Background: an optimization exercise with open tools, aiming at small area, a short achievable clock period and few clock cycles per item. Do not read the settings as production practice. Function was checked by simulation only, so behaviour that the tests miss may differ from the original.

==> flow/design.v (outline; a module is shown in full before it is edited, if it fits) <==
// module julian_day_to_calendar_date: 1776 lines
module julian_day_to_calendar_date (
  input  logic                     clk,
  input  logic                     rst,
  input  logic                     stamp_valid,
  output logic                     stamp_ready,
  input  logic [IN_W-1:0]          stamp_julian_time,
  output logic                     date_valid,
  input  logic                     date_ready,
  output logic signed [YEAR_W-1:0] date_year,
  output logic [MONTH_W-1:0]       date_month,
  output logic [DAY_W-1:0]         date_day_whole,
  output logic [FO_W-1:0]          date_day_fraction
);
  // ...
==> flow/run.sh <==
#!/bin/bash
# synth_recipe.tcl (not shown) runs the flow's synth.tcl, then flattens the netlist and writes it again
# the make line also repeats each setting of config.mk as NAME=value (left out here)
make -C /OpenROAD-flow-scripts/flow DESIGN_CONFIG=/design/flow/config.mk WORK_HOME=/design/flow/orfs CLKGATE_MAP_FILE= SYNTH_SCRIPT=/design/flow/synth_recipe.tcl finish
==> flow/config.mk <==
export PLATFORM = sky130hd
export DESIGN_NAME = julian_day_to_calendar_date
export DESIGN_NICKNAME = julian_day_to_calendar_date
export VERILOG_FILES = /design/flow/design.v
export SDC_FILE = /design/flow/constraint.sdc
export NUM_CORES = 4
export LEC_CHECK = 0
export CAP_MARGIN = 20
export CORE_MARGIN = 2
export CORE_UTILIZATION = 60
export SETUP_SLACK_MARGIN = 5
export SLEW_MARGIN = 20
==> flow/constraint.sdc <==
create_clock -name core_clock -period 10.0 [get_ports {clk}]
set_input_delay 2.0000 -clock core_clock [delete_from_list [all_inputs] [get_ports {clk}]]
set_output_delay 2.0000 -clock core_clock [all_outputs]
set_load 0.01 [all_outputs]
==> results.json, run 1 <==
{
  "dieHeight_um": 160,
  "dieArea_sq_um": 25600,
  "slowest_stage": "clkdlybuf4s50_1",
  "avgSynthCellArea_sq_um": 10.9,
  "drt_pass1_iterations": 5,
  "ff_latch_area_sq_um": 5370,
  "holdBufCountCts": 0,
  "num_rows": 57,
  "finalCritPeriodShare_pct": 49.3,
  "final_nets": 1814,
  "grt_util_met3_pct": 2.99,
  "status": "timing/DRC/antenna clean",
  "slew_violations": 0,
  "synth_cell_types": 73,
  "place_congestion": 0.883,
  "setup.worst_path.start_class": "input pin",
  "max_freq_mhz": 203,
  "reg2reg_depth": 16,
  "hold_path_end": "f2[6]$_DFFE_PP_",
  "grt_antenna_before_repair": 0,
  "clockNetworkAreaShare_pct": 3.77,
  "synthArstFlopShare_pct": 0,
  "synth_compound_area_share_pct": 11.1,
  "via_count": 10100,
  "yosys.area_share.simple_pct": 8.82,
  "synthTopCellsByCount": "269 x inv_1, 178 x ha_1, 176 x edfxtp_1",
  "cp_data_required_time_ns": 8.00,
  "fin_setup_tns_ns": 0,
  "h-tree-depth": 4,
  "dr_wl_met2_mm": 15.9,
  "grt_pass1_wl_mm": 51.3,
  "inverters": 270,
  "grt_setup_unrepaired": "false",
  "area_delta_synth_final_pct": 16.7,
  "synthXorXnorAreaFrac_pct": 4.87,
  "finalHoldViolations": 0,
  "highest_layer": "met4",
  "seq_share_pct": 31.5
}
Testbench counts, summed over its fixed seeds: cycles 16,032, items 16,000.
==> run 2: changes to the inputs <==
--- a/flow/design.v
+++ b/flow/design.v
@@ -1749,31 +1749,33 @@
   assign mt[3]  = doy >= 9'd122;
   assign mt[4]  = doy >= 9'd153;
   assign mt[5]  = doy >= 9'd184;
   assign mt[6]  = doy >= 9'd214;
   assign mt[7]  = doy >= 9'd245;
   assign mt[8]  = doy >= 9'd275;
   assign mt[9]  = doy >= 9'd306;
   assign mt[10] = doy >= 9'd337;
+  logic [4:0]  mstart;
   always_comb begin
-    day_next   = 5'(doy[4:0] + 5'd1);
+    mstart     = 5'(0);
     month_next = 4'd3;
-    if (mt[0])  begin day_next = 5'(doy[4:0] - 5'd30);  month_next = 4'd4;  end
-    if (mt[1])  begin day_next = 5'(doy[4:0] - 5'd60);  month_next = 4'd5;  end
-    if (mt[2])  begin day_next = 5'(doy[4:0] - 5'd91);  month_next = 4'd6;  end
-    if (mt[3])  begin day_next = 5'(doy[4:0] - 5'd121); month_next = 4'd7;  end
-    if (mt[4])  begin day_next = 5'(doy[4:0] - 5'd152); month_next = 4'd8;  end
-    if (mt[5])  begin day_next = 5'(doy[4:0] - 5'd183); month_next = 4'd9;  end
-    if (mt[6])  begin day_next = 5'(doy[4:0] - 5'd213); month_next = 4'd10; end
-    if (mt[7])  begin day_next = 5'(doy[4:0] - 5'd244); month_next = 4'd11; end
-    if (mt[8])  begin day_next = 5'(doy[4:0] - 5'd274); month_next = 4'd12; end
-    if (mt[9])  begin day_next = 5'(doy[4:0] - 5'd305); month_next = 4'd1;  end
-    if (mt[10]) begin day_next = 5'(doy[4:0] - 5'd336); month_next = 4'd2;  end
+    if (mt[0])  begin mstart = 5'(31);  month_next = 4'd4;  end
+    if (mt[1])  begin mstart = 5'(61);  month_next = 4'd5;  end
+    if (mt[2])  begin mstart = 5'(92);  month_next = 4'd6;  end
+    if (mt[3])  begin mstart = 5'(122); month_next = 4'd7;  end
+    if (mt[4])  begin mstart = 5'(153); month_next = 4'd8;  end
+    if (mt[5])  begin mstart = 5'(184); month_next = 4'd9;  end
+    if (mt[6])  begin mstart = 5'(214); month_next = 4'd10; end
+    if (mt[7])  begin mstart = 5'(245); month_next = 4'd11; end
+    if (mt[8])  begin mstart = 5'(275); month_next = 4'd12; end
+    if (mt[9])  begin mstart = 5'(306); month_next = 4'd1;  end
+    if (mt[10]) begin mstart = 5'(337); month_next = 4'd2;  end
   end
+  assign day_next = doy[4:0] - mstart + 5'd1;
   logic [15:0] year_r;
   logic [3:0]  month_r;
   logic [4:0]  day_r;
   logic [15:0] frac_r;
   always_ff @(posedge clk) begin
     if (adv) begin
       year_r  <= y03 + 16'(5'(yp3) + 5'(mt[9]));
       month_r <= month_next;
==> results.json, run 2 <==
{
  "cpPeakStageDelay_ns": 0.44,
  "cp_top_family": "buffers and inverters",
  "yosys.area.top_type": "edfxtp_1",
  "syn_nets": 1536,
  "num_rows": 55,
  "core_sq_um": 22700,
  "antenna_left": 0,
  "die_x_um": 156,
  "synth_cell_types": 80,
  "max_freq_mhz": 202,
  "synthArstFlopShare_pct": 0,
  "dieHeight_um": 156,
  "grt_setup_unrepaired": "true",
  "synth_top_family_by_area": "adder cells",
  "ys_seq_elements": 180,
  "cts_buffers": 17,
  "worst-path-buf-inv": 3,
  "synth_top_area_share_pct": 38.0,
  "stdcell_count": 1631,
  "remaining_drc_errors": 0,
  "synthTopCellsByCount": "254 x inv_1, 176 x edfxtp_1, 170 x ha_1",
  "final.min_clock_period_ns": 4.94,
  "totalWireLength_mm": 26.0,
  "yosys.area_share.simple_pct": 6.93,
  "n_antenna_cell": 0,
  "path_max_fanout": 2,
  "clkSinkCount": 180,
  "route.detailed.wl_per_inst_um": 16.0,
  "worst_slew_pin_slew_ns": 1.01,
  "grt_antenna_before_repair": 0,
  "h-tree-depth": 4,
  "first_global_vias": 8981,
  "place_inst": 1572,
  "regMostFlops": "w1",
  "cp_data_required_time_ns": 8.00,
  "post_drt_via_cell_ratio": 5.36,
  "dieArea_sq_um": 24400,
  "maxSlewHeadroom_pct": 32.1,
  "status": "timing/DRC/antenna clean",
  "synth_fa_ha_area_share_pct": 31.7,
  "cp.arrival_ns": 2.94,
  "syn_inst": 1209,
  "hp-class": "reg -> reg",
  "grt_max_degree": 51,
  "drt_pass1_iterations": 4,
  "finalHoldViolations": 0,
  "dp_hpwl_mm": 20.6,
  "setup-violations-final": 0,
  "slowest_stage": "clkdlybuf4s50_1",
  "via_count": 8735,
  "pin_count": 86,
  "grtUsageTotal_pct": 22.7,
  "grt.overflow.total": 0,
  "synthXorXnorAreaFrac_pct": 5.72,
  "cp-end-kind": "output pin",
  "drt-initial-drc-count": 388,
  "maxCapViolations": 0,
  "startpoint": "date_ready",
  "synth_edf_count": 176,
  "finClkSkew_ns": 0.0148,
  "yosys_most_used_dff": "edfxtp_1",
  "final_cell_mix": "245 x inv_1, 176 x edfxtp_1, 163 x ha_1",
  "synth.area.top_cells": "edfxtp_1 38%, fa_1 16%, ha_1 15%, inv_1 6.9%, xnor2_1 3.5%",
  "cts_tree": "built",
  "rr_startpoint": "qe2[5]$_DFFE_PP_",
  "path_clk_slew_ns": 0.08,
  "layout_commonest_cell": "inv_1",
  "crit_chain": "clkdlybuf4s50_1 > nor2b_4 > inv_2 > dlygate4sd2_1",
  "yosysMostFrequentCell": "inv_1",
  "largest_register_ffs": 24,
  "clkLatencyLatePin_ns": 0.44,
  "synth_mux_area_share_pct": 0.216,
  "place_congestion": 0.842,
  "portBuffers": 85,
  "setup.worst_path.start_class": "input pin",
  "cts-root-buf": "clkbuf_16",
  "slew_violations": 0,
  "ys_seq_area_share_pct": 38.6,
  "final_nets": 1660,
  "grt_pass1_wl_mm": 43.1,
  "synth_area_sq_um": 13900,
  "clock_path_buffers": 2,
  "fin_setup_tns_ns": 0,
  "synth_compound_area_share_pct": 9.45,
  "min-delay-start": "f1[14]$_DFFE_PP_",
  "finalCritPeriodShare_pct": 49.4,
  "avgSynthCellArea_sq_um": 11.5,
  "initial_utilization_pct": 61.2,
  "drive_above_1_share_pct": 9.66,
  "ys_warn_count": 1,
  "path_class": "in -> out",
  "num-fill-cells": 1699,
  "area_delta_synth_final_pct": 16.2
}
-- run 2: changes by cell type in the layout (fill, tap and decap cells not counted), sizes merged, moves of 6 or more --
cell,previous run,this run
a21oi,62,51
buf,49,29
ha,178,170
inv,271,261
nand2,66,60
nand3,14,8
nor2,79,57
nor3,30,21
o21a,23,14
xnor2,66,59
xor2,15,23
-- run 2: worst paths after layout --
kind,end,slack [ns],cells after the start
worst max register to register,yp3[0]$_SDFFCE_PP1P_,5.20,15
worst max-delay path,stamp_ready,5.06,4
worst min register to register,f2[14]$_DFFE_PP_,0.41,0
worst min-delay path,f2[14]$_DFFE_PP_,0.41,0
-- run 2: final cells by class --
class                   count  area [sq um]  share of cell area (%)
clock buffers              17           425                    2.64
flip-flops and latches    180          5370                    33.2
inverters                 255           966                    5.98
well taps                 285           357                    2.21
repair buffers            114          1080                    6.67
multi-input cells         765          7740                    47.9
clock inverters            15           216                    1.34
-- run 2: kinds of logic (layout without fill, tap and decap cells) --
kind of cell	after synthesis	after routing
simple gates	201	201
compound gates	193	193
flops	180	180
fa+ha+maj	284	284
buf+inv	264	401
mux	3	3
xor+xnor	84	84
-- run 2: what timing repair did --
action                                  in CTS  in global routing
cloned                                       0                  0
hold buffers                                 0                  0
pin swaps                                    0                 27
endpoints found under the setup margin      20                 15
setup buffers                                6                 21
gates resized for setup                     14                 51
-- run 2: per-layer routing --
metal  GRT usage [%]  vias to the layer above  share of wire, %
met1            25.8                     4224                41
met4            6.99                        0               2.0
met5               0                        -                 0
li1                -                     4324                 -
met3            3.08                       43               2.4
met2            44.1                      144                55
-- run 2: through the flow --
step	hold WS, ns	utilization [%]	setup slack, ns	instance area (sq um)
CTS	0.415	69.6	4.94	15800
detailed placement	0.405	66.3	4.33	15100
finish	0.412	71.1	5.06	16100
global placement	0.400	66.3	4.43	15100
floorplan	0.400	-	5.02	13900
global route	0.420	71.1	4.95	16100
Testbench counts of run 2, summed over its fixed seeds: cycles 16,032, items 16,000.

[port drivers added, routing unchanged]
The flow's constraints put no driver on any port. The routed layouts listed below were extracted and timed again, unchanged, in two steps. Step 1: set_driving_cell puts a clkbuf_16 on clk and a buf_2 on each other input, an assumption about the parent block. Step 2 moves the port delays by t, midway between the first and last clock arrival at a register: inputs arrive t later, outputs are due t later. That takes back most of the time a late clock gives input paths. Three values: no drivers, after step 1, after step 2; two values: the first two.
| run | t (ns) | setup WS [ns] | worst data-port slew with drivers (ns) |
|---|---|---|---|
| run 1 | 0.484 | 5.072 / 5.045 / 4.717 | 0.06 |
| run 2 | 0.482 | 5.059 / 5.030 / 4.793 | 0.07 |
After both steps every run listed still meets setup and hold. For run 1, which loses most, drivers alone change the setup slack by -0.027 ns; drivers and shift together by -0.355 ns.
